What follows belongs to an exercise in optimizing a design on an open flow for small area, a short achievable clock period and few clock cycles; a production flow would make more cautious choices.
Only simulation tests tie the RTL to the original design; equivalence was not proved.

==> flow/design.v (outline; a module is shown in full before it is edited, if it fits) <==
// module fa_c: 10 lines
// module ha_c: 9 lines
// module pg_c: 11 lines
// module gg_c: 8 lines
// module ao_c: 7 lines
// module an_c: 7 lines
// module sine_pipe: 3202 lines
// module result_fifo: 42 lines
// module trig_axil_regs: 108 lines
// module trig_top: 77 lines
// module trig_unit: 41 lines
module trig_unit (
	input logic clk,
	input logic reset,
	input logic s_awvalid,
	input logic [3:0] s_awaddr,
	input logic s_wvalid,
	input logic [31:0] s_wdata,
	input logic s_bready,
	input logic s_arvalid,
	input logic [3:0] s_araddr,
	input logic s_rready,
	output logic s_awready,
	output logic s_wready,
	output logic s_bvalid,
	output logic [1:0] s_bresp,
	output logic s_arready,
	output logic s_rvalid,
	output logic [31:0] s_rdata,
	output logic [1:0] s_rresp
);
  // ...
==> flow/run.sh <==
#!/bin/bash
# synth_recipe.tcl (not shown) runs the flow's synth.tcl, then flattens the netlist and writes it again
# the make line also repeats each setting of config.mk as NAME=value (left out here)
make -C /OpenROAD-flow-scripts/flow DESIGN_CONFIG=/design/flow/config.mk WORK_HOME=/design/flow/orfs CLKGATE_MAP_FILE= SYNTH_SCRIPT=/design/flow/synth_recipe.tcl finish
==> flow/config.mk <==
export PLATFORM = sky130hd
export DESIGN_NAME = trig_unit
export DESIGN_NICKNAME = trig_unit
export VERILOG_FILES = /design/flow/design.v
export SDC_FILE = /design/flow/constraint.sdc
export NUM_CORES = 4
export LEC_CHECK = 0
export CAP_MARGIN = 20
export CORE_MARGIN = 2
export CORE_UTILIZATION = 60
export SETUP_SLACK_MARGIN = 5
export SLEW_MARGIN = 20
export SYNTH_HIERARCHICAL = 1
export SYNTH_MINIMUM_KEEP_SIZE = 0
==> flow/constraint.sdc <==
create_clock -name core_clock -period 10.0 [get_ports {clk}]
set_input_delay 2.0000 -clock core_clock [delete_from_list [all_inputs] [get_ports {clk}]]
set_output_delay 2.0000 -clock core_clock [all_outputs]
set_load 0.01 [all_outputs]
==> results.toml, run 1 <==
[placement]
pre_cts_slack_ns = 4.33
dp.final_hpwl_um = 47000
routabilityCongestion = 0.868

[critical_path]
critical_path_buf_inv_count = 1
cp_max_fo = 20
cp-start-kind = "flop"
critPathSlowestCell = "fa_1"
reg2reg_to = "u_top.u_sine.xx2[18]"
endpoint_kind = "flop"
startpoint = "u_top.u_sine.u1[14]"
cp.required_ns = 10.47

[layout]
n_clock_buffer = 42
seq_share_pct = 20.5
area_delta_synth_final_pct = 7.79
fin_cells = 3201
layout.nonclk_buf_share_pct = 2.71
multi_input_area_share_pct = 68.8
dominant_cells = "multi-input gates"

[clock_network]
cts_tree = "built"
numCtsBuffers = 29
cts_max_level = 1
cts.sinks = 252

[drt]
drt-met1-wl_um = 27600
vias = 18384
first_iter_violations = 1123

[floorplan]
tapCellCount = 592
io_pins = 88
die_h_um = 217

[worst_hold_path]
hold_path_depth = 0

[status]
status = "complete, no violations"

[timing]
fin_crit_ns = 4.83
Testbench counts, summed over its fixed seeds: cycles 11,258.
==> module trig_axil_regs, before the edit <==
module trig_axil_regs (
	input logic clk,
	input logic reset,
	input logic s_awvalid,
	input logic [3:0] s_awaddr,
	input logic s_wvalid,
	input logic [31:0] s_wdata,
	input logic s_bready,
	input logic s_arvalid,
	input logic [3:0] s_araddr,
	input logic s_rready,
	output logic s_awready,
	output logic s_wready,
	output logic s_bvalid,
	output logic [1:0] s_bresp,
	output logic s_arready,
	output logic s_rvalid,
	output logic [31:0] s_rdata,
	output logic [1:0] s_rresp,
	input logic [3:0] fill,
	input logic head_neg,
	input logic [16:0] head_mag,
	output logic launch,
	output logic cos_sel,
	output logic pop
);
	logic wr_ready;
	logic wr_fire;
	logic rd_fire;
	logic b_valid;
	logic b_err;
	logic r_valid;
	logic r_err;
	logic [16:0] r_lo;
	logic r_hi;
	logic [3:0] owed;
	logic [3:0] owed_next;
	logic [2:0] count;
	logic b_valid_next;
	logic [17:0] head;
	logic [17:0] rd_val;
	logic rd_err;
	assign count = {fill[3], fill[1] && !fill[3], (fill[0] && !fill[1]) || (fill[2] && !fill[3])};
	assign wr_fire = s_awvalid && s_wvalid && wr_ready;
	assign launch = wr_fire && (s_awaddr == trig_pkg::ADDR_ANGLE);
	assign rd_fire = s_arvalid && !r_valid;
	assign pop = rd_fire && (s_araddr == trig_pkg::ADDR_RESULT) && fill[0];
	always_comb begin
		owed_next = owed;
		if (launch && !pop)
			owed_next = {owed[2:0], 1'b1};
		else if (pop && !launch)
			owed_next = {1'b0, owed[3:1]};
	end
	assign b_valid_next = wr_fire || (b_valid && !s_bready);
	assign head = head_neg ? -{1'b0, head_mag} : {1'b0, head_mag};
	always_comb begin
		rd_val = '0;
		rd_err = 1'b0;
		case (s_araddr)
			trig_pkg::ADDR_CTRL: rd_val = {17'd0, cos_sel};
			trig_pkg::ADDR_STATUS: rd_val = {13'd0, owed != fill, 1'b0, count};
			trig_pkg::ADDR_RESULT: begin
				if (fill[0])
					rd_val = head;
				else
					rd_err = 1'b1;
			end
			default: rd_err = 1'b1;
		endcase
	end
	always_ff @(posedge clk) begin
		if (reset) begin
			b_valid <= 1'b0;
			r_valid <= 1'b0;
			cos_sel <= 1'b0;
			owed <= 4'd0;
			wr_ready <= 1'b0;
		end else begin
			b_valid <= b_valid_next;
			if (rd_fire)
				r_valid <= 1'b1;
			else if (s_rready)
				r_valid <= 1'b0;
			if (wr_fire && s_awaddr == trig_pkg::ADDR_CTRL)
				cos_sel <= s_wdata[0];
			owed <= owed_next;
			wr_ready <= !b_valid_next && !owed_next[3];
		end
	end
	always_ff @(posedge clk) begin
		if (!b_valid)
			b_err <= !(s_awaddr == trig_pkg::ADDR_ANGLE || s_awaddr == trig_pkg::ADDR_CTRL);
		if (!r_valid) begin
			r_err <= rd_err;
			r_lo <= rd_val[16:0];
			r_hi <= rd_val[17];
		end
	end
	assign s_awready = wr_ready;
	assign s_wready = wr_ready;
	assign s_bvalid = b_valid;
	assign s_bresp = {b_err, 1'b0};
	assign s_arready = !r_valid;
	assign s_rvalid = r_valid;
	assign s_rdata = {{15{r_hi}}, r_lo};
	assign s_rresp = {r_err, 1'b0};
endmodule
==> run 2, diff against run 1 <==
--- a/flow/design.v
+++ b/flow/design.v
@@ -1822,49 +1822,16 @@
 	logic es_c122;
 	logic es_c123;
 	logic es_c124;
 	logic es_c125;
 	logic es_c126;
 	logic es_c127;
 	logic es_c128;
 	logic es_c129;
-	logic es_c130;
-	logic es_c131;
-	logic es_c132;
-	logic es_c133;
-	logic es_c134;
-	logic es_c135;
-	logic es_c136;
-	logic es_c137;
-	logic es_c138;
-	logic es_c139;
-	logic es_c140;
-	logic es_c141;
-	logic es_c142;
-	logic es_c143;
-	logic es_c144;
-	logic es_c145;
-	logic es_c146;
-	logic es_c147;
-	logic es_c148;
-	logic es_c149;
-	logic es_c150;
-	logic es_c151;
-	logic es_c152;
-	logic es_c153;
-	logic es_c154;
-	logic es_c155;
-	logic es_c156;
-	logic es_c157;
-	logic es_c158;
-	logic es_c159;
-	logic es_c160;
-	logic es_c161;
-	logic es_c162;
 	ha_c u_es_w0 (.a(~xx2[15]), .b(xx2[9]), .s(es_w0), .co(es_w1));
 	fa_c u_es_w2 (.a(lin2[0]), .b(~xx2[16]), .c(xx2[10]), .s(es_w2), .co(es_w3));
 	ha_c u_es_w4 (.a(~xx2[5]), .b(xx2[3]), .s(es_w4), .co(es_w5));
 	fa_c u_es_w6 (.a(lin2[1]), .b(~xx2[17]), .c(xx2[11]), .s(es_w6), .co(es_w7));
 	fa_c u_es_w8 (.a(~xx2[6]), .b(xx2[4]), .c(~xx2[2]), .s(es_w8), .co(es_w9));
 	fa_c u_es_w10 (.a(lin2[2]), .b(~xx2[18]), .c(xx2[12]), .s(es_w10), .co(es_w11));
 	fa_c u_es_w12 (.a(~xx2[7]), .b(xx2[5]), .c(~xx2[3]), .s(es_w12), .co(es_w13));
 	fa_c u_es_w14 (.a(lin2[3]), .b(~xx2[19]), .c(xx2[13]), .s(es_w14), .co(es_w15));
@@ -1967,69 +1934,53 @@
 	pg_c u_es_c64 (.gh(es_g9), .ph(es_p9), .gl(es_g8), .pl(es_p8), .g(es_c64), .p(es_c65));
 	pg_c u_es_c66 (.gh(es_c62), .ph(es_c63), .gl(es_c64), .pl(es_c65), .g(es_c66), .p(es_c67));
 	pg_c u_es_c68 (.gh(es_c60), .ph(es_c61), .gl(es_c66), .pl(es_c67), .g(es_c68), .p(es_c69));
 	pg_c u_es_c70 (.gh(es_g7), .ph(es_p7), .gl(es_g6), .pl(es_p6), .g(es_c70), .p(es_c71));
 	an_c u_es_c72 (.ph(~xx2[5]), .pl(~xx2[4]), .p(es_c72));
 	an_c u_es_c73 (.ph(es_c71), .pl(es_c72), .p(es_c73));
 	an_c u_es_c74 (.ph(~xx2[3]), .pl(~xx2[2]), .p(es_c74));
 	gg_c u_es_c75 (.gh(es_c68), .ph(es_c69), .gl(es_c70), .g(es_c75));
-	pg_c u_es_c76 (.gh(es_g17), .ph(es_p17), .gl(es_g16), .pl(es_p16), .g(es_c76), .p(es_c77));
+	gg_c u_es_c76 (.gh(es_g16), .ph(es_p16), .gl(es_c75), .g(es_c76));
+	gg_c u_es_c77 (.gh(es_g17), .ph(es_p17), .gl(es_c76), .g(es_c77));
 	pg_c u_es_c78 (.gh(es_g19), .ph(es_p19), .gl(es_g18), .pl(es_p18), .g(es_c78), .p(es_c79));
 	pg_c u_es_c80 (.gh(es_g21), .ph(es_p21), .gl(es_g20), .pl(es_p20), .g(es_c80), .p(es_c81));
 	pg_c u_es_c82 (.gh(es_g23), .ph(es_p23), .gl(es_g22), .pl(es_p22), .g(es_c82), .p(es_c83));
 	pg_c u_es_c84 (.gh(es_g25), .ph(es_p25), .gl(es_g24), .pl(es_p24), .g(es_c84), .p(es_c85));
 	pg_c u_es_c86 (.gh(es_g27), .ph(es_p27), .gl(es_g26), .pl(es_p26), .g(es_c86), .p(es_c87));
 	pg_c u_es_c88 (.gh(es_g29), .ph(es_p29), .gl(es_g28), .pl(es_p28), .g(es_c88), .p(es_c89));
 	pg_c u_es_c90 (.gh(es_g31), .ph(es_p31), .gl(es_g30), .pl(es_p30), .g(es_c90), .p(es_c91));
 	pg_c u_es_c92 (.gh(es_g33), .ph(es_p33), .gl(es_g32), .pl(es_p32), .g(es_c92), .p(es_c93));
-	pg_c u_es_c94 (.gh(es_g18), .ph(es_p18), .gl(es_c76), .pl(es_c77), .g(es_c94), .p(es_c95));
-	pg_c u_es_c96 (.gh(es_c78), .ph(es_c79), .gl(es_c76), .pl(es_c77), .g(es_c96), .p(es_c97));
-	pg_c u_es_c98 (.gh(es_g22), .ph(es_p22), .gl(es_c80), .pl(es_c81), .g(es_c98), .p(es_c99));
-	pg_c u_es_c100 (.gh(es_c82), .ph(es_c83), .gl(es_c80), .pl(es_c81), .g(es_c100), .p(es_c101));
-	pg_c u_es_c102 (.gh(es_g26), .ph(es_p26), .gl(es_c84), .pl(es_c85), .g(es_c102), .p(es_c103));
-	pg_c u_es_c104 (.gh(es_c86), .ph(es_c87), .gl(es_c84), .pl(es_c85), .g(es_c104), .p(es_c105));
-	pg_c u_es_c106 (.gh(es_g30), .ph(es_p30), .gl(es_c88), .pl(es_c89), .g(es_c106), .p(es_c107));
-	pg_c u_es_c108 (.gh(es_c90), .ph(es_c91), .gl(es_c88), .pl(es_c89), .g(es_c108), .p(es_c109));
-	pg_c u_es_c110 (.gh(es_g20), .ph(es_p20), .gl(es_c96), .pl(es_c97), .g(es_c110), .p(es_c111));
-	pg_c u_es_c112 (.gh(es_c80), .ph(es_c81), .gl(es_c96), .pl(es_c97), .g(es_c112), .p(es_c113));
-	pg_c u_es_c114 (.gh(es_c98), .ph(es_c99), .gl(es_c96), .pl(es_c97), .g(es_c114), .p(es_c115));
-	pg_c u_es_c116 (.gh(es_c100), .ph(es_c101), .gl(es_c96), .pl(es_c97), .g(es_c116), .p(es_c117));
-	pg_c u_es_c118 (.gh(es_g28), .ph(es_p28), .gl(es_c104), .pl(es_c105), .g(es_c118), .p(es_c119));
-	pg_c u_es_c120 (.gh(es_c88), .ph(es_c89), .gl(es_c104), .pl(es_c105), .g(es_c120), .p(es_c121));
-	pg_c u_es_c122 (.gh(es_c106), .ph(es_c107), .gl(es_c104), .pl(es_c105), .g(es_c122), .p(es_c123));
-	pg_c u_es_c124 (.gh(es_c108), .ph(es_c109), .gl(es_c104), .pl(es_c105), .g(es_c124), .p(es_c125));
-	pg_c u_es_c126 (.gh(es_g24), .ph(es_p24), .gl(es_c116), .pl(es_c117), .g(es_c126), .p(es_c127));
-	pg_c u_es_c128 (.gh(es_c84), .ph(es_c85), .gl(es_c116), .pl(es_c117), .g(es_c128), .p(es_c129));
-	pg_c u_es_c130 (.gh(es_c102), .ph(es_c103), .gl(es_c116), .pl(es_c117), .g(es_c130), .p(es_c131));
-	pg_c u_es_c132 (.gh(es_c104), .ph(es_c105), .gl(es_c116), .pl(es_c117), .g(es_c132), .p(es_c133));
-	pg_c u_es_c134 (.gh(es_c118), .ph(es_c119), .gl(es_c116), .pl(es_c117), .g(es_c134), .p(es_c135));
-	pg_c u_es_c136 (.gh(es_c120), .ph(es_c121), .gl(es_c116), .pl(es_c117), .g(es_c136), .p(es_c137));
-	pg_c u_es_c138 (.gh(es_c122), .ph(es_c123), .gl(es_c116), .pl(es_c117), .g(es_c138), .p(es_c139));
-	pg_c u_es_c140 (.gh(es_c124), .ph(es_c125), .gl(es_c116), .pl(es_c117), .g(es_c140), .p(es_c141));
-	pg_c u_es_c142 (.gh(es_g32), .ph(es_p32), .gl(es_c140), .pl(es_c141), .g(es_c142), .p(es_c143));
-	pg_c u_es_c144 (.gh(es_c92), .ph(es_c93), .gl(es_c140), .pl(es_c141), .g(es_c144), .p(es_c145));
-	gg_c u_es_c146 (.gh(es_g16), .ph(es_p16), .gl(es_c75), .g(es_c146));
-	gg_c u_es_c147 (.gh(es_c76), .ph(es_c77), .gl(es_c75), .g(es_c147));
-	gg_c u_es_c148 (.gh(es_c94), .ph(es_c95), .gl(es_c75), .g(es_c148));
-	gg_c u_es_c149 (.gh(es_c96), .ph(es_c97), .gl(es_c75), .g(es_c149));
-	gg_c u_es_c150 (.gh(es_c110), .ph(es_c111), .gl(es_c75), .g(es_c150));
-	gg_c u_es_c151 (.gh(es_c112), .ph(es_c113), .gl(es_c75), .g(es_c151));
-	gg_c u_es_c152 (.gh(es_c114), .ph(es_c115), .gl(es_c75), .g(es_c152));
-	gg_c u_es_c153 (.gh(es_c116), .ph(es_c117), .gl(es_c75), .g(es_c153));
-	gg_c u_es_c154 (.gh(es_c126), .ph(es_c127), .gl(es_c75), .g(es_c154));
-	gg_c u_es_c155 (.gh(es_c128), .ph(es_c129), .gl(es_c75), .g(es_c155));
-	gg_c u_es_c156 (.gh(es_c130), .ph(es_c131), .gl(es_c75), .g(es_c156));
-	gg_c u_es_c157 (.gh(es_c132), .ph(es_c133), .gl(es_c75), .g(es_c157));
-	gg_c u_es_c158 (.gh(es_c134), .ph(es_c135), .gl(es_c75), .g(es_c158));
-	gg_c u_es_c159 (.gh(es_c136), .ph(es_c137), .gl(es_c75), .g(es_c159));
-	gg_c u_es_c160 (.gh(es_c138), .ph(es_c139), .gl(es_c75), .g(es_c160));
-	gg_c u_es_c161 (.gh(es_c140), .ph(es_c141), .gl(es_c75), .g(es_c161));
-	gg_c u_es_c162 (.gh(es_c142), .ph(es_c143), .gl(es_c75), .g(es_c162));
-	assign ew = {es_p33 ^ es_c162, es_p32 ^ es_c161, es_p31 ^ es_c160, es_p30 ^ es_c159, es_p29 ^ es_c158, es_p28 ^ es_c157, es_p27 ^ es_c156, es_p26 ^ es_c155, es_p25 ^ es_c154, es_p24 ^ es_c153, es_p23 ^ es_c152, es_p22 ^ es_c151, es_p21 ^ es_c150, es_p20 ^ es_c149, es_p19 ^ es_c148, es_p18 ^ es_c147, es_p17 ^ es_c146, es_p16 ^ es_c75};
+	gg_c u_es_c94 (.gh(es_g18), .ph(es_p18), .gl(es_c77), .g(es_c94));
+	gg_c u_es_c95 (.gh(es_c78), .ph(es_c79), .gl(es_c77), .g(es_c95));
+	pg_c u_es_c96 (.gh(es_g22), .ph(es_p22), .gl(es_c80), .pl(es_c81), .g(es_c96), .p(es_c97));
+	pg_c u_es_c98 (.gh(es_c82), .ph(es_c83), .gl(es_c80), .pl(es_c81), .g(es_c98), .p(es_c99));
+	pg_c u_es_c100 (.gh(es_g26), .ph(es_p26), .gl(es_c84), .pl(es_c85), .g(es_c100), .p(es_c101));
+	pg_c u_es_c102 (.gh(es_c86), .ph(es_c87), .gl(es_c84), .pl(es_c85), .g(es_c102), .p(es_c103));
+	pg_c u_es_c104 (.gh(es_g30), .ph(es_p30), .gl(es_c88), .pl(es_c89), .g(es_c104), .p(es_c105));
+	pg_c u_es_c106 (.gh(es_c90), .ph(es_c91), .gl(es_c88), .pl(es_c89), .g(es_c106), .p(es_c107));
+	gg_c u_es_c108 (.gh(es_g20), .ph(es_p20), .gl(es_c95), .g(es_c108));
+	gg_c u_es_c109 (.gh(es_c80), .ph(es_c81), .gl(es_c95), .g(es_c109));
+	gg_c u_es_c110 (.gh(es_c96), .ph(es_c97), .gl(es_c95), .g(es_c110));
+	gg_c u_es_c111 (.gh(es_c98), .ph(es_c99), .gl(es_c95), .g(es_c111));
+	pg_c u_es_c112 (.gh(es_g28), .ph(es_p28), .gl(es_c102), .pl(es_c103), .g(es_c112), .p(es_c113));
+	pg_c u_es_c114 (.gh(es_c88), .ph(es_c89), .gl(es_c102), .pl(es_c103), .g(es_c114), .p(es_c115));
+	pg_c u_es_c116 (.gh(es_c104), .ph(es_c105), .gl(es_c102), .pl(es_c103), .g(es_c116), .p(es_c117));
+	pg_c u_es_c118 (.gh(es_c106), .ph(es_c107), .gl(es_c102), .pl(es_c103), .g(es_c118), .p(es_c119));
+	gg_c u_es_c120 (.gh(es_g24), .ph(es_p24), .gl(es_c111), .g(es_c120));
+	gg_c u_es_c121 (.gh(es_c84), .ph(es_c85), .gl(es_c111), .g(es_c121));
+	gg_c u_es_c122 (.gh(es_c100), .ph(es_c101), .gl(es_c111), .g(es_c122));
+	gg_c u_es_c123 (.gh(es_c102), .ph(es_c103), .gl(es_c111), .g(es_c123));
+	gg_c u_es_c124 (.gh(es_c112), .ph(es_c113), .gl(es_c111), .g(es_c124));
+	gg_c u_es_c125 (.gh(es_c114), .ph(es_c115), .gl(es_c111), .g(es_c125));
+	gg_c u_es_c126 (.gh(es_c116), .ph(es_c117), .gl(es_c111), .g(es_c126));
+	gg_c u_es_c127 (.gh(es_c118), .ph(es_c119), .gl(es_c111), .g(es_c127));
+	gg_c u_es_c128 (.gh(es_g32), .ph(es_p32), .gl(es_c127), .g(es_c128));
+	gg_c u_es_c129 (.gh(es_c92), .ph(es_c93), .gl(es_c127), .g(es_c129));
+	assign ew = {es_p33 ^ es_c128, es_p32 ^ es_c127, es_p31 ^ es_c126, es_p30 ^ es_c125, es_p29 ^ es_c124, es_p28 ^ es_c123, es_p27 ^ es_c122, es_p26 ^ es_c121, es_p25 ^ es_c120, es_p24 ^ es_c111, es_p23 ^ es_c110, es_p22 ^ es_c109, es_p21 ^ es_c108, es_p20 ^ es_c95, es_p19 ^ es_c94, es_p18 ^ es_c77, es_p17 ^ es_c76, es_p16 ^ es_c75};
 	logic se_w0;
 	logic se_w1;
 	logic se_w2;
 	logic se_w3;
 	logic se_w4;
 	logic se_w5;
 	logic se_w6;
 	logic se_w7;
@@ -3340,30 +3291,31 @@
 	output logic pop
 );
 	logic wr_ready;
 	logic wr_fire;
 	logic rd_fire;
 	logic b_valid;
 	logic b_err;
 	logic r_valid;
+	logic ar_ready;
 	logic r_err;
 	logic [16:0] r_lo;
 	logic r_hi;
 	logic [3:0] owed;
 	logic [3:0] owed_next;
 	logic [2:0] count;
 	logic b_valid_next;
 	logic [17:0] head;
 	logic [17:0] rd_val;
 	logic rd_err;
 	assign count = {fill[3], fill[1] && !fill[3], (fill[0] && !fill[1]) || (fill[2] && !fill[3])};
 	assign wr_fire = s_awvalid && s_wvalid && wr_ready;
 	assign launch = wr_fire && (s_awaddr == trig_pkg::ADDR_ANGLE);
-	assign rd_fire = s_arvalid && !r_valid;
+	assign rd_fire = s_arvalid && ar_ready;
 	assign pop = rd_fire && (s_araddr == trig_pkg::ADDR_RESULT) && fill[0];
 	always_comb begin
 		owed_next = owed;
 		if (launch && !pop)
 			owed_next = {owed[2:0], 1'b1};
 		else if (pop && !launch)
 			owed_next = {1'b0, owed[3:1]};
 	end
@@ -3383,45 +3335,49 @@
 			end
 			default: rd_err = 1'b1;
 		endcase
 	end
 	always_ff @(posedge clk) begin
 		if (reset) begin
 			b_valid <= 1'b0;
 			r_valid <= 1'b0;
+			ar_ready <= 1'b1;
 			cos_sel <= 1'b0;
 			owed <= 4'd0;
 			wr_ready <= 1'b0;
 		end else begin
 			b_valid <= b_valid_next;
-			if (rd_fire)
+			if (rd_fire) begin
 				r_valid <= 1'b1;
-			else if (s_rready)
+				ar_ready <= 1'b0;
+			end else if (s_rready) begin
 				r_valid <= 1'b0;
+				ar_ready <= 1'b1;
+			end
 			if (wr_fire && s_awaddr == trig_pkg::ADDR_CTRL)
 				cos_sel <= s_wdata[0];
 			owed <= owed_next;
 			wr_ready <= !b_valid_next && !owed_next[3];
 		end
 	end
 	always_ff @(posedge clk) begin
 		if (!b_valid)
 			b_err <= !(s_awaddr == trig_pkg::ADDR_ANGLE || s_awaddr == trig_pkg::ADDR_CTRL);
-		if (!r_valid) begin
+		if (ar_ready) begin
 			r_err <= rd_err;
 			r_lo <= rd_val[16:0];
 			r_hi <= rd_val[17];
 		end
 	end
 	assign s_awready = wr_ready;
 	assign s_wready = wr_ready;
 	assign s_bvalid = b_valid;
 	assign s_bresp = {b_err, 1'b0};
-	assign s_arready = !r_valid;
+	assign s_arready = ar_ready;
 	assign s_rvalid = r_valid;
 	assign s_rdata = {{15{r_hi}}, r_lo};
 	assign s_rresp = {r_err, 1'b0};
 endmodule
 `timescale 1ns/1ps
 module trig_top (
 	input logic clk,
 	input logic reset,
==> flow/flow/run.sh (new file) <==
#!/bin/bash
set -euo pipefail
bash standard.sh SETUP_SLACK_MARGIN=5.9 finish > standard_flow.log 2>&1
==> flow/standard.sh (new file) <==
#!/bin/bash
# synth_recipe.tcl (not shown) runs the flow's synth.tcl, then flattens the netlist and writes it again
# the make line also repeats each setting of config.mk as NAME=value (left out here)
make -C /OpenROAD-flow-scripts/flow DESIGN_CONFIG=/design/flow/config.mk WORK_HOME=/design/flow/orfs CLKGATE_MAP_FILE= SYNTH_SCRIPT=/design/flow/synth_recipe.tcl "${@:-finish}"
removed: flow/run.sh
==> run 2 against run 1 <==
Compared with the run above:
- die area decreased by 0.67%
- hold slack improved by 0.0011 ns
- final area increased by 8.8%
- non-clock buffer count increased by 150
- routed wire length increased by 6.8%
- count of clock-buffer cells in the layout decreased by 9
- fmax increased by 14%
- first-iteration DRC count increased by 11%
- sequential cell count increased by 1
- critical endpoint is now u_top.u_sine.xx2[19]
- largest cell class unchanged
==> results.toml, run 2 <==
[status]
status = "complete, no violations"

[critical_path]
critPathSlowestCell = "fa_1"
cp_max_fo = 6
cp_slowest_stage_delay_ns = 0.56
crit_type = "flop to flop"
endpoint_kind = "flop"
critical_path_arrival_ns = 4.68
cp-start-kind = "flop"
cp.required_ns = 10.46
path_cells = "clkinv_8 -> buf_4 -> nor2_2 -> fa_1 -> fa_2 -> fa_1 -> fa_1 -> ha_4 -> a21o_1 -> a21o_4 -> a21o_4 -> a21o_4 -> a21o_1 -> a21o_1 -> xnor2_1"

[layout]
insertedDiodeCount = 0
layout_common_cells = "fa_1, a21o_1, ha_1"
top_regs = "u_top.u_fifo.mem (72), u_top.u_sine.xx2 (20), u_top.u_sine.a0 (19)"
drive_above_1_share_pct = 17.5
largest_reg_flops = 72
max_flop_register = "u_top.u_fifo.mem"
fin_cells = 3351
area_delta_synth_final_pct = 18.1
layout.cells.most_common = "fa_1"
final_nets = 3456

[timing]
rsz0062_at_grt = "yes"
hold_viol = 0
max_freq_ghz = 0.237
setup_viol = 0
worst_slack_ns = 5.77
fin_crit_ns = 4.23
skew_ns = 0.00841
max_slew_margin_pct = 34.6
tns_ns = 0
finalCritPeriodShare_pct = 42.3
drv_slew = 0
worstMarginPinSlew_ns = 0.981

[worst_hold_path]
hold_path_class = "flop to flop"

[drt]
vias = 19264
first_iter_violations = 1245
route.detailed.drc = 0
wl_per_cell_um = 19.4
final_antenna_net_count = 0
viasPerCell = 5.75
wirelength_um = 65100
firstDrtPassIters = 6

[placement]
dp.final_hpwl_um = 45100
port_buffers = 74
pre_cts_slack_ns = 5.10
routabilityCongestion = 0.899
dp_cells = 3124

[grt]
track_usage_pct = 27.8
grt_pass1_wl_um = 105000
grt_start_max_net_pins = 27
grt_overflow = 0
antenna_found_initial = 1
grt_pass1_vias = 20438

[floorplan]
row_count = 77
io_pins = 88
die_h_um = 216
dieArea_um2 = 46600
core_area_um2 = 44300
die_w_um = 216
start_util_pct = 60.8

[clock_network]
clk_latency_ns = 0.57
cts_max_level = 1
cts_tree = "built"
clk_path_buf_depth = 3
clk_pin_slew_ns = 0.06
root_buffer = "clkbuf_16"
cts.sinks = 253
numCtsBuffers = 29

[yosys]
synth_cells = 2551
synth_area_um2 = 26900
synth_warnings = 10
avgSynthCellArea_um2 = 10.6

[run]
maxCapViolCount = 0
run 2: layer usage:
layer,part of all wire (%),global-route usage (%),vias to the layer above,wire (um)
met2,51,49.3,479,33200
met5,0,0,-,0
li1,-,-,8946,-
met1,41,36.0,9722,27000
met4,3.2,8.88,0,2110
met3,4.3,2.89,117,2830
run 2: worst paths after layout:
kind	startpoint	end	slack, ns	depth (start not counted)
max	u_top.u_sine.u1[15]	u_top.u_sine.xx2[19]	5.77	15
min	u_top.u_sine.n3	u_top.u_sine.n4	0.33	0
max reg2reg	u_top.u_sine.u1[15]	u_top.u_sine.xx2[19]	5.77	15
min reg2reg	u_top.u_sine.n3	u_top.u_sine.n4	0.33	0
run 2: timing repair:
action	CTS	global route
buffers inserted	100	51
setup endpoints to repair	147	148
resized for setup	164	116
pin swaps	70	87
hold buffers	0	0
cloned	16	6
run 2: critical path, delay by kind of cell (launching register included):
family / cells / cell delay, ns
fa+ha+maj: 5 / 2.08
compound gates: 6 / 1.17
flops: 1 / 0.42
buf+inv: 2 / 0.23
xor+xnor: 1 / 0.12
simple gates: 1 / 0.10
run 2: final cells by class:
cell class	instances	area [um2]
clock buffers	33	793
clock inverters	21	189
fillers	3230	12500
inverters	160	843
multi-input cells	2045	20900
flip-flops and latches	253	6160
well taps	592	741
repair buffers	231	2070
repair inverters	16	140
run 2: stage by stage:
step / area [um2] / hold slack [ns] / util (%)
floorplan: 27600 / 0.310 / -
global placement: 28300 / 0.314 / 63.9
detailed placement: 28300 / 0.312 / 63.9
CTS: 30800 / 0.327 / 69.6
global route: 31800 / 0.343 / 71.8
finish: 31800 / 0.327 / 71.8
Testbench counts of run 2, summed over its fixed seeds: cycles 11,258.
==> run 3, diff against run 2 <==
==> flow/flow/run.sh (replaced) <==
#!/bin/bash
set -euo pipefail
bash standard.sh SETUP_SLACK_MARGIN=5.6 finish > standard_flow.log 2>&1
==> run 3 against run 2 <==
Compared with the run above:
- hold slack improved by 0.0082 ns
- final area fell by 5.0%
- clock skew rose by 0.0051 ns
- sequential share of layout area rose by 0.99 points
- die area did not move
- global-route usage fell by 1.8 points
- area after synthesis did not move
- critical endpoint is now u_top.u_sine.xx2[18]
==> results.toml, run 3 <==
[status]
status = "complete, no violations"

[timing]
finalCritPeriodShare_pct = 43.4
hold_viol = 0
setup_viol = 0
drv_slew = 0
max_freq_ghz = 0.230
skew_ns = 0.0135
hold_slack_ns = 0.335
max_slew_margin_pct = 34.7
fin_crit_ns = 4.34
rsz0062_at_grt = "yes"
worstMarginPinSlew_ns = 0.979
tns_ns = 0

[critical_path]
r2r_start = "u_top.u_sine.u1[0]"
path_cells = "clkinvlp_4 -> buf_6 -> nor2_4 -> fa_2 -> fa_2 -> fa_1 -> fa_1 -> ha_4 -> a21o_1 -> a21o_4 -> a21o_4 -> a21o_1 -> a21o_1 -> a21o_1 -> xor2_1"
endpoint_kind = "flop"
critPathSlowestCell = "fa_1"
cp_slowest_stage_delay_ns = 0.56
critical_path_arrival_ns = 4.79
cp-start-kind = "flop"
cp_max_fo = 7
cp.required_ns = 10.44
startpoint = "u_top.u_sine.u1[0]"
crit_top_cell = "a21o_1"
crit_type = "flop to flop"

[layout]
fin_util_pct = 68.2
max_flop_register = "u_top.u_fifo.mem"
area_delta_synth_final_pct = 12.1
final_nets = 3348
insertedDiodeCount = 0
largest_reg_flops = 72
layout_common_cells = "fa_1, a21o_1, ha_1"
drive_above_1_share_pct = 10.1
layout.cells.most_common = "fa_1"
top_regs = "u_top.u_fifo.mem (72), u_top.u_sine.xx2 (20), u_top.u_sine.a0 (19)"
fin_area_um2 = 30200

[clock_network]
root_buffer = "clkbuf_16"
clk_pin_slew_ns = 0.06
cts_max_level = 1
cts_tree = "built"
clk_latency_ns = 0.57
clk_path_buf_depth = 3
cts.sinks = 253
numCtsBuffers = 30

[placement]
port_buffers = 74
place_area_um2 = 28000
routabilityCongestion = 0.886
dp.final_hpwl_um = 44800

[grt]
gr-usage-met2_pct = 46.7
top_usage_layer = "met2"
grt_pass1_vias = 19759
grt_overflow = 0
use_met1_pct = 33.9
grt_pass1_wl_um = 98800
grt_start_max_net_pins = 27
use_met3_pct = 2.73
antenna_found_initial = 0
track_usage_pct = 26.0

[drt]
wl_per_cell_um = 18.1
viasPerCell = 5.69
final_antenna_net_count = 0
first_iter_violations = 1062
route.detailed.drc = 0
firstDrtPassIters = 6
wirelength_um = 58900
vias = 18445

[run]
maxCapViolCount = 0

[floorplan]
row_count = 77
dieArea_um2 = 46600
io_pins = 88
die_w_um = 216
core_area_um2 = 44300
die_h_um = 216
start_util_pct = 60.8

[yosys]
synth_cells = 2551
synth_area_um2 = 26900
avgSynthCellArea_um2 = 10.6
synth_warnings = 10

[worst_hold_path]
hold_path_class = "flop to flop"
holdCritStartpoint = "u_top.u_sine.t3[16]"
-- run 3: what timing repair did --
item	CTS	global route
resized for setup	120	85
setup buffers	16	41
cloned	2	3
hold buffers	0	0
endpoints found under the setup margin	131	129
pin swaps	2	21
-- run 3: worst max-delay path: cells and delay by family (launching register included) --
kind            cells  cell delay [ns]
buf+inv             2             0.35
flops               1             0.37
xor+xnor            1             0.15
compound gates      6             1.19
simple gates        1             0.10
fa+ha+maj           5             2.06
-- run 3: per-layer routing --
layer | vias to the layer above | share of wire (%)
li1 | 8720 | -
met1 | 9219 | 43
met2 | 420 | 51
met3 | 86 | 4.1
met4 | 0 | 2.2
met5 | - | 0
-- run 3: final timing paths --
path	end	slack, ns	cells past startpoint
worst max-delay path	u_top.u_sine.xx2[18]	5.66	15
worst min-delay path	u_top.u_sine.t4[16]	0.34	0
worst max register to register	u_top.u_sine.xx2[18]	5.66	15
worst min register to register	u_top.u_sine.t4[16]	0.34	0
-- run 3: metrics by stage --
stage	setup WS [ns]	cells
after floorplan	5.60	2554
after global placement	5.05	3126
after detailed placement	4.96	3126
after CTS	5.59	3199
after global routing	5.54	3243
final	5.66	3243
-- run 3: layout make-up --
| type | instances | area (um2) |
|---|---|---|
| clock buffers | 38 | 801 |
| fillers | 3438 | 14100 |
| repair inverters | 5 | 40.0 |
| inverters | 160 | 831 |
| clock inverters | 17 | 185 |
| well taps | 592 | 741 |
| flip-flops and latches | 253 | 6150 |
| multi-input cells | 2039 | 20200 |
| repair buffers | 139 | 1260 |

## port drivers added, routing unchanged
The results above use ideal ports. As a check the final layouts listed here were re-extracted and re-timed, cells and wires unchanged. Step 1: set_driving_cell puts a clkbuf_16 on clk and a buf_2 on each other input, an assumption about the parent block. Step 2, shift: input delay + t, output delay - t, t = (earliest + latest rising clock arrival at the registers) / 2. This alone moves slack from input paths to output paths. Slacks: ideal / step 1 / step 2; pairs: ideal / step 1.
| run | t, ns | slack for setup (ns) | worst hold slack (ns) |
|---|---|---|---|
| run 1 | 0.635 | 5.170 / 5.170 / 5.170 | 0.326 / 0.326 / 0.326 |
| run 2 | 0.620 | 5.772 / 5.772 / 5.602 | 0.327 / 0.327 / 0.327 |
| run 3 | 0.619 | 5.656 / 5.656 / 5.388 | 0.335 / 0.335 / 0.335 |
After both steps setup and hold are still met in every run listed. For run 3, which loses most, drivers alone change the setup slack by 0.000 ns; drivers and shift together by -0.268 ns.
